Context: an optimization exercise on an open-source flow, tuned for a short achievable clock period and few clock cycles per item. The choices shown serve that exercise and are no tape-out recipe. Only simulation tests tie the RTL to the original design; equivalence was not proved. The clock input has no modelled driver; a real chip could not lean on it and would need a root buffer or a full tree. No activity file was given, so power comes from the tool's default toggle rates.

==> flow/design.v (excerpt) <==
module mem_arbiter_nport #(
    parameter int NUM_PORTS  = 4,
    parameter int BLOCK_SIZE = 32,
    parameter int ARB_MODE   = 1
) (
    input  logic                              clk,
    input  logic                              rst,
    input  logic [NUM_PORTS-1:0]              req_valid,
    input  logic [NUM_PORTS-1:0]              req_write,
    input  logic [NUM_PORTS-1:0]              req_single,
    input  logic [NUM_PORTS*32-1:0]           req_addr,
    input  logic [NUM_PORTS*BLOCK_SIZE*8-1:0] req_wdata,
    output logic [NUM_PORTS-1:0]              grant,
    output logic [NUM_PORTS-1:0]              resp_done,
    output logic [BLOCK_SIZE*8-1:0]           resp_rdata,
    output logic [31:0]                       addr,
    output logic                              write,
    output logic [31:0]                       wdata,
    output logic [1:0]                        transfer,
    input  logic [31:0]                       rdata,
    input  logic                              ready
);
Size in the first run: roughly 1400 cells after synthesis, about 350 flip-flops, ~1500 I/O pins, ~18000 µm² of cells after synthesis.
clock: 5.0 ns
lec_check: 0
abc_clock_period_in_ps: 1500
cap_margin: 20
core_area: 10 10 550 550
die_area: 0 0 560 560
setup_slack_margin: 3.3
slew_margin: 20
run.sh (not shown) runs the stock make flow with config.mk's settings and CLKGATE_MAP_FILE= SYNTH_SCRIPT=/design/flow/synth_recipe.tcl, a recipe that flattens the netlist after the stock synthesis.
The baseline ran to the end with no violations.
Testbench counts at the start, summed over its fixed seeds: cycles 12,747, items 2,048.
Change:
- ABC_CLOCK_PERIOD_IN_PS: 1500 -> not set
- SETUP_SLACK_MARGIN: 3.3 -> not set
The new run finished clean.
Hold slack loses 0.057 ns.
Register-to-register slack loses 0.82 ns.
Wire length barely changes.
Synthesized cell count does not change.
Sequential cell count stays the same.
Clock power drops by a few percent.
Change:
==> flow/flow/run.sh (new file) <==
#!/bin/bash
# Standard ORFS flow with fast port buffers: buffer_ports uses buf_4 instead of its default
# pick, and the resizer may change a cell's footprint.
set -euo pipefail
sed -e 's|"${@:-finish}"|MATCH_CELL_FOOTPRINT=0 "BUFFER_PORTS_ARGS=-buffer_cell sky130_fd_sc_hd__buf_4" "${@:-finish}"|' standard.sh > flow_standard.sh
bash flow_standard.sh finish > make.log 2>&1
==> flow/standard.sh (new file) <==
#!/bin/bash
# synth_recipe.tcl (not shown) runs the flow's synth.tcl, then flattens the netlist and writes it again
# the make line also repeats each setting of config.mk as NAME=value (left out here)
make -C /OpenROAD-flow-scripts/flow DESIGN_CONFIG=/design/flow/config.mk WORK_HOME=/design/flow/orfs CLKGATE_MAP_FILE= SYNTH_SCRIPT=/design/flow/synth_recipe.tcl "${@:-finish}"
- ABC_CLOCK_PERIOD_IN_PS: not set -> 1500
- SETUP_SLACK_MARGIN: not set -> 3.3
removed: flow/run.sh
First-iteration DRC count rose by about a fifth.
Clock skew went up by 0.019 ns.
Register-to-register slack improves by 0.82 ns.
Clock power goes up by a few percent.
Setup slack gains 0.82 ns.
Global-route usage increases by 0.38 points.
Via count goes up by a little under a tenth.
Change:
==> flow/run.sh (new file) <==
#!/bin/bash
# synth_recipe.tcl (not shown) runs the flow's synth.tcl, then flattens the netlist and writes it again
# the make line also repeats each setting of config.mk as NAME=value (left out here)
make -C /OpenROAD-flow-scripts/flow DESIGN_CONFIG=/design/flow/config.mk WORK_HOME=/design/flow/orfs CLKGATE_MAP_FILE= SYNTH_SCRIPT=/design/flow/synth_recipe.tcl finish
- ABC_CLOCK_PERIOD_IN_PS: 1500 -> not set
- SETUP_SLACK_MARGIN: 3.3 -> 3.0
removed: flow/flow/run.sh
removed: flow/standard.sh
The changed run finished with timing, DRC and antenna clean.
Flip-flop and latch count stays the same.
Power decreases by 9.4%.
Core utilization shrinks by 0.19 points.
Area after synthesis is unchanged.

mem_arbiter_nport, a different RTL version from the one above (not shown whole).
Size: roughly 2,400 cells after synthesis, roughly 600 flip-flops, roughly 1,500 I/O pins, ~28,000 um^2 of cells after synthesis.
## mem_arbiter_nport
module mem_arbiter_nport #(
    parameter int NUM_PORTS  = 4,
    parameter int BLOCK_SIZE = 32,
    parameter int ARB_MODE   = 1
) (
    input  logic                              clk,
    input  logic                              rst,
    input  logic [NUM_PORTS-1:0]              req_valid,
    input  logic [NUM_PORTS-1:0]              req_write,
    input  logic [NUM_PORTS-1:0]              req_single,
    input  logic [NUM_PORTS*32-1:0]           req_addr,
    input  logic [NUM_PORTS*BLOCK_SIZE*8-1:0] req_wdata,
    output logic [NUM_PORTS-1:0]              grant,
    output logic [NUM_PORTS-1:0]              resp_done,
    output logic [BLOCK_SIZE*8-1:0]           resp_rdata,
    output logic [31:0]                       addr,
    output logic                              write,
    output logic [31:0]                       wdata,
    output logic [1:0]                        transfer,
    input  logic [31:0]                       rdata,
    input  logic                              ready
);
==> flow/config.mk <==
export PLATFORM = sky130hd
export DESIGN_NAME = mem_arbiter_nport
export DESIGN_NICKNAME = mem_arbiter_nport
export VERILOG_FILES = /design/flow/design.v
export SDC_FILE = /design/flow/constraint.sdc
export NUM_CORES = 4
export LEC_CHECK = 0
export ABC_CLOCK_PERIOD_IN_PS = 1500
export CAP_MARGIN = 20
export CORE_AREA = 5 5 315 315
export DIE_AREA = 0 0 320 320
export SETUP_SLACK_MARGIN = 3.3
export SLEW_MARGIN = 20
==> flow/constraint.sdc <==
create_clock -name core_clock -period 5.0 [get_ports {clk}]
set_input_delay 1.0000 -clock core_clock [delete_from_list [all_inputs] [get_ports {clk}]]
set_output_delay 1.0000 -clock core_clock [all_outputs]
set_load 0.01 [all_outputs]
standard.sh (not shown) runs the stock make flow with config.mk's settings and CLKGATE_MAP_FILE= SYNTH_SCRIPT=/design/flow/synth_recipe.tcl, a recipe that flattens the netlist after the stock synthesis.
==> flow/flow/run.sh <==
#!/bin/bash
# Standard ORFS flow with: fast port buffers (buffer_ports uses buf_4, and the resizer may
# change a cell's footprint); I/O pins allowed one routing track apart, with the clock pin
# alone in the middle of the left edge; a two-level clock tree built by cts_tree.tcl in
# place of TritonCTS (the clock port drives four buffers, each driving the leaf buffers of
# one region of flip-flops); after CTS, one more setup repair of the paths into the
# registers (post_cts.tcl); and the slow complex gates a222oi_1 and a2111oi_0 added to the
# platform's don't-use cells (synthesis keeps the same registers). ORFS writes each step's
# log under orfs/logs; make's own output goes to make.log.
set -euo pipefail
die=$(grep -o 'DIE_AREA=0 0 [0-9.]* [0-9.]*' standard.sh | awk '{print $4}')
lo=$(awk -v h="$die" 'BEGIN{print int(h/2-10)}'); hi=$(awk -v h="$die" 'BEGIN{print int(h/2+10)}')
dontuse=$(make -s -C "$FLOW_HOME" DESIGN_CONFIG="$PWD/config.mk" WORK_HOME="$PWD/orfs" print-DONT_USE_CELLS 2> dontuse.log | sed -n 's/^DONT_USE_CELLS: //p')
[[ -n "$dontuse" ]] || { echo "could not read DONT_USE_CELLS" >&2; exit 1; }
dontuse="$dontuse sky130_fd_sc_hd__a222oi_1 sky130_fd_sc_hd__a2111oi_0"
sed -e "s|\"\${@:-finish}\"|MATCH_CELL_FOOTPRINT=0 'BUFFER_PORTS_ARGS=-buffer_cell sky130_fd_sc_hd__buf_4' 'PLACE_PINS_ARGS=-min_distance 1 -min_distance_in_tracks -exclude left:$lo-$hi' PRE_IO_PLACEMENT_TCL=$PWD/flow/pins.tcl PRE_CTS_TCL=$PWD/flow/cts_tree.tcl POST_CTS_TCL=$PWD/flow/post_cts.tcl 'DONT_USE_CELLS=$dontuse' \"\${@:-finish}\"|" standard.sh > flow_standard.sh
bash flow_standard.sh finish > make.log 2>&1
==> flow/flow/post_cts.tcl <==
# Sourced by ORFS's cts.tcl after its own timing repair (POST_CTS_TCL). The paths to the
# output ports cannot be sped up by sizing, and repair_timing stops at the worst path, so the
# paths into the registers were left unrepaired. One more setup repair pass runs with the
# output delay lifted; then the output delay is put back as the SDC gives it.
set f [open $::env(RESULTS_DIR)/3_place.sdc]
set sdc [read $f]
close $f
if {![regexp {set_output_delay\s+([0-9.]+)} $sdc -> outDelay]} { error "no output delay in the SDC" }
set_output_delay 0 -clock [all_clocks] [all_outputs]
repair_timing -setup -setup_margin $::env(SETUP_SLACK_MARGIN) -repair_tns 100 -verbose
set_output_delay $outDelay -clock [all_clocks] [all_outputs]
detailed_placement
check_placement -verbose
estimate_parasitics -placement
report_worst_slack -max
Other scripts of this flow, unchanged in this note and not shown: flow/flow/cts_tree.tcl, flow/flow/pins.tcl
Testbench counts at the start, summed over its fixed seeds: cycles 12,747, items 2,048.
==> next run, changes <==
==> flow/flow/run.sh (replaced) <==
#!/bin/bash
# Standard ORFS flow with: fast port buffers (buffer_ports uses buf_4, and the resizer may
# change a cell's footprint); I/O pins allowed one routing track apart, with the clock pin
# alone in the middle of the left edge; and a two-level clock tree built by cts_tree.tcl in
# place of TritonCTS (the clock port drives four buffers, each driving the leaf buffers of
# one region of flip-flops); and after CTS, one more setup repair of the paths into the
# registers (post_cts.tcl). ORFS writes each step's log under orfs/logs; make's own output
# goes to make.log.
set -euo pipefail
die=$(grep -o 'DIE_AREA=0 0 [0-9.]* [0-9.]*' standard.sh | awk '{print $4}')
lo=$(awk -v h="$die" 'BEGIN{print int(h/2-10)}'); hi=$(awk -v h="$die" 'BEGIN{print int(h/2+10)}')
sed -e "s|\"\${@:-finish}\"|MATCH_CELL_FOOTPRINT=0 'BUFFER_PORTS_ARGS=-buffer_cell sky130_fd_sc_hd__buf_4' 'PLACE_PINS_ARGS=-min_distance 1 -min_distance_in_tracks -exclude left:$lo-$hi' PRE_IO_PLACEMENT_TCL=$PWD/flow/pins.tcl PRE_CTS_TCL=$PWD/flow/cts_tree.tcl POST_CTS_TCL=$PWD/flow/post_cts.tcl \"\${@:-finish}\"|" standard.sh > flow_standard.sh
bash flow_standard.sh finish > make.log 2>&1
What happened:
- hold slack improves by 0.011 ns
- combinational power went up by 58%
- flip-flop and latch count stays the same
- fmax went up by 0.36%
- sequential power went up by 19%
- wire length went up by 4.2%
- utilization went up by 0.14 points
- total power went up by 36%
- clock power went up by about 4%
- worst setup slack improves by 0.0071 ns
- clock skew stays flat
==> next run, changes <==
--- a/flow/flow/post_cts.tcl
+++ b/flow/flow/post_cts.tcl
@@ -4,5 +4 @@
-# output delay lifted; then the output delay is put back as the SDC gives it.
-set f [open $::env(RESULTS_DIR)/3_place.sdc]
-set sdc [read $f]
-close $f
-if {![regexp {set_output_delay\s+([0-9.]+)} $sdc -> outDelay]} { error "no output delay in the SDC" }
+# output delay lifted; then the SDC is read again, which puts the output delay back as given.
@@ -11 +7,2 @@
-set_output_delay $outDelay -clock [all_clocks] [all_outputs]
+read_sdc $::env(SDC_FILE)
+set_propagated_clock [all_clocks]
This time the run stopped in 4_1_cts.
Synthesized cell count does not change.
Synthesized area does not change.
==> next run, changes <==
--- a/flow/flow/run.sh
+++ b/flow/flow/run.sh
@@ -6,2 +6 @@
-# one region of flip-flops); and after CTS, one more setup repair of the paths into the
-# registers (post_cts.tcl). ORFS writes each step's log under orfs/logs; make's own output
+# one region of flip-flops). ORFS writes each step's log under orfs/logs; make's own output
@@ -12 +11 @@
-sed -e "s|\"\${@:-finish}\"|MATCH_CELL_FOOTPRINT=0 'BUFFER_PORTS_ARGS=-buffer_cell sky130_fd_sc_hd__buf_4' 'PLACE_PINS_ARGS=-min_distance 1 -min_distance_in_tracks -exclude left:$lo-$hi' PRE_IO_PLACEMENT_TCL=$PWD/flow/pins.tcl PRE_CTS_TCL=$PWD/flow/cts_tree.tcl POST_CTS_TCL=$PWD/flow/post_cts.tcl \"\${@:-finish}\"|" standard.sh > flow_standard.sh
+sed -e "s|\"\${@:-finish}\"|MATCH_CELL_FOOTPRINT=0 'BUFFER_PORTS_ARGS=-buffer_cell sky130_fd_sc_hd__buf_4' 'PLACE_PINS_ARGS=-min_distance 1 -min_distance_in_tracks -exclude left:$lo-$hi' PRE_IO_PLACEMENT_TCL=$PWD/flow/pins.tcl PRE_CTS_TCL=$PWD/flow/cts_tree.tcl \"\${@:-finish}\"|" standard.sh > flow_standard.sh
--- a/flow/config.mk
+++ b/flow/config.mk
@@ -12 +12 @@
-export SETUP_SLACK_MARGIN = 3.3
+export SETUP_SLACK_MARGIN = 3.1
removed: flow/flow/post_cts.tcl
Outcome: Now the flow completed with no timing, DRC or antenna violations. Area after synthesis is unchanged. Synthesized cell count is unchanged.
==> next run, changes <==
--- a/flow/config.mk
+++ b/flow/config.mk
@@ -12 +12 @@
-export SETUP_SLACK_MARGIN = 3.1
+export SETUP_SLACK_MARGIN = 3.3
Effect: Die area is unchanged; final area is higher by 1.5%; hold slack improves by 0.018 ns; synthesized area does not change; worst setup slack gains 0.015 ns; combinational power rose by about 7%.
In the first, second, fourth and fifth runs of this note the design's own scripts or RTL, not TritonCTS, make the clock network.

==> re-timing with driven ports <==
How much do the figures lean on ideal ports? The routed layouts below were timed once more, with nothing changed but the port constraints. Step 1 sets driving cells, clkbuf_16 on the clock port and buf_2 on the other inputs (assumed; they add their load-dependent delay and slew). Step 2 moves the port delays by t, midway between the first and last clock arrival at a register: inputs arrive t later, outputs are due t later. That takes back most of the time a late clock gives input paths. Three values: ideal ports, drivers, drivers and shift; two values: the first two.
run | t (ns) | slack for setup (ns) | slew at the worst register clock pin (ns)
the first run of note 1 | 0.742 | 1.559 / 1.546 / 0.803 | 0.09 / 0.09
the second run of note 1 | 0.768 | 0.773 / 0.773 / 0.773 | 0.07 / 0.07
the third run of note 1 | 0.770 | 1.596 / 1.596 / 1.069 | 0.08 / 0.08
the fourth run of note 1 | 0.740 | 1.539 / 1.539 / 1.004 | 0.07 / 0.07
the first run of note 2 | 0.524 | 2.997 / 2.862 / 2.694 | 0.09 / 0.09
the second run of note 2 | 0.528 | 3.004 / 2.885 / 2.532 | 0.09 / 0.09
the fourth run of note 2 | 0.540 | 2.965 / 2.860 / 2.492 | 0.10 / 0.10
the fifth run of note 2 | 0.529 | 2.979 / 2.885 / 2.505 | 0.09 / 0.09
After both steps every run listed still meets setup and hold. The setup slack of the first run of note 1, which loses most, moves by -0.013 ns with the drivers and by -0.756 ns with both steps.
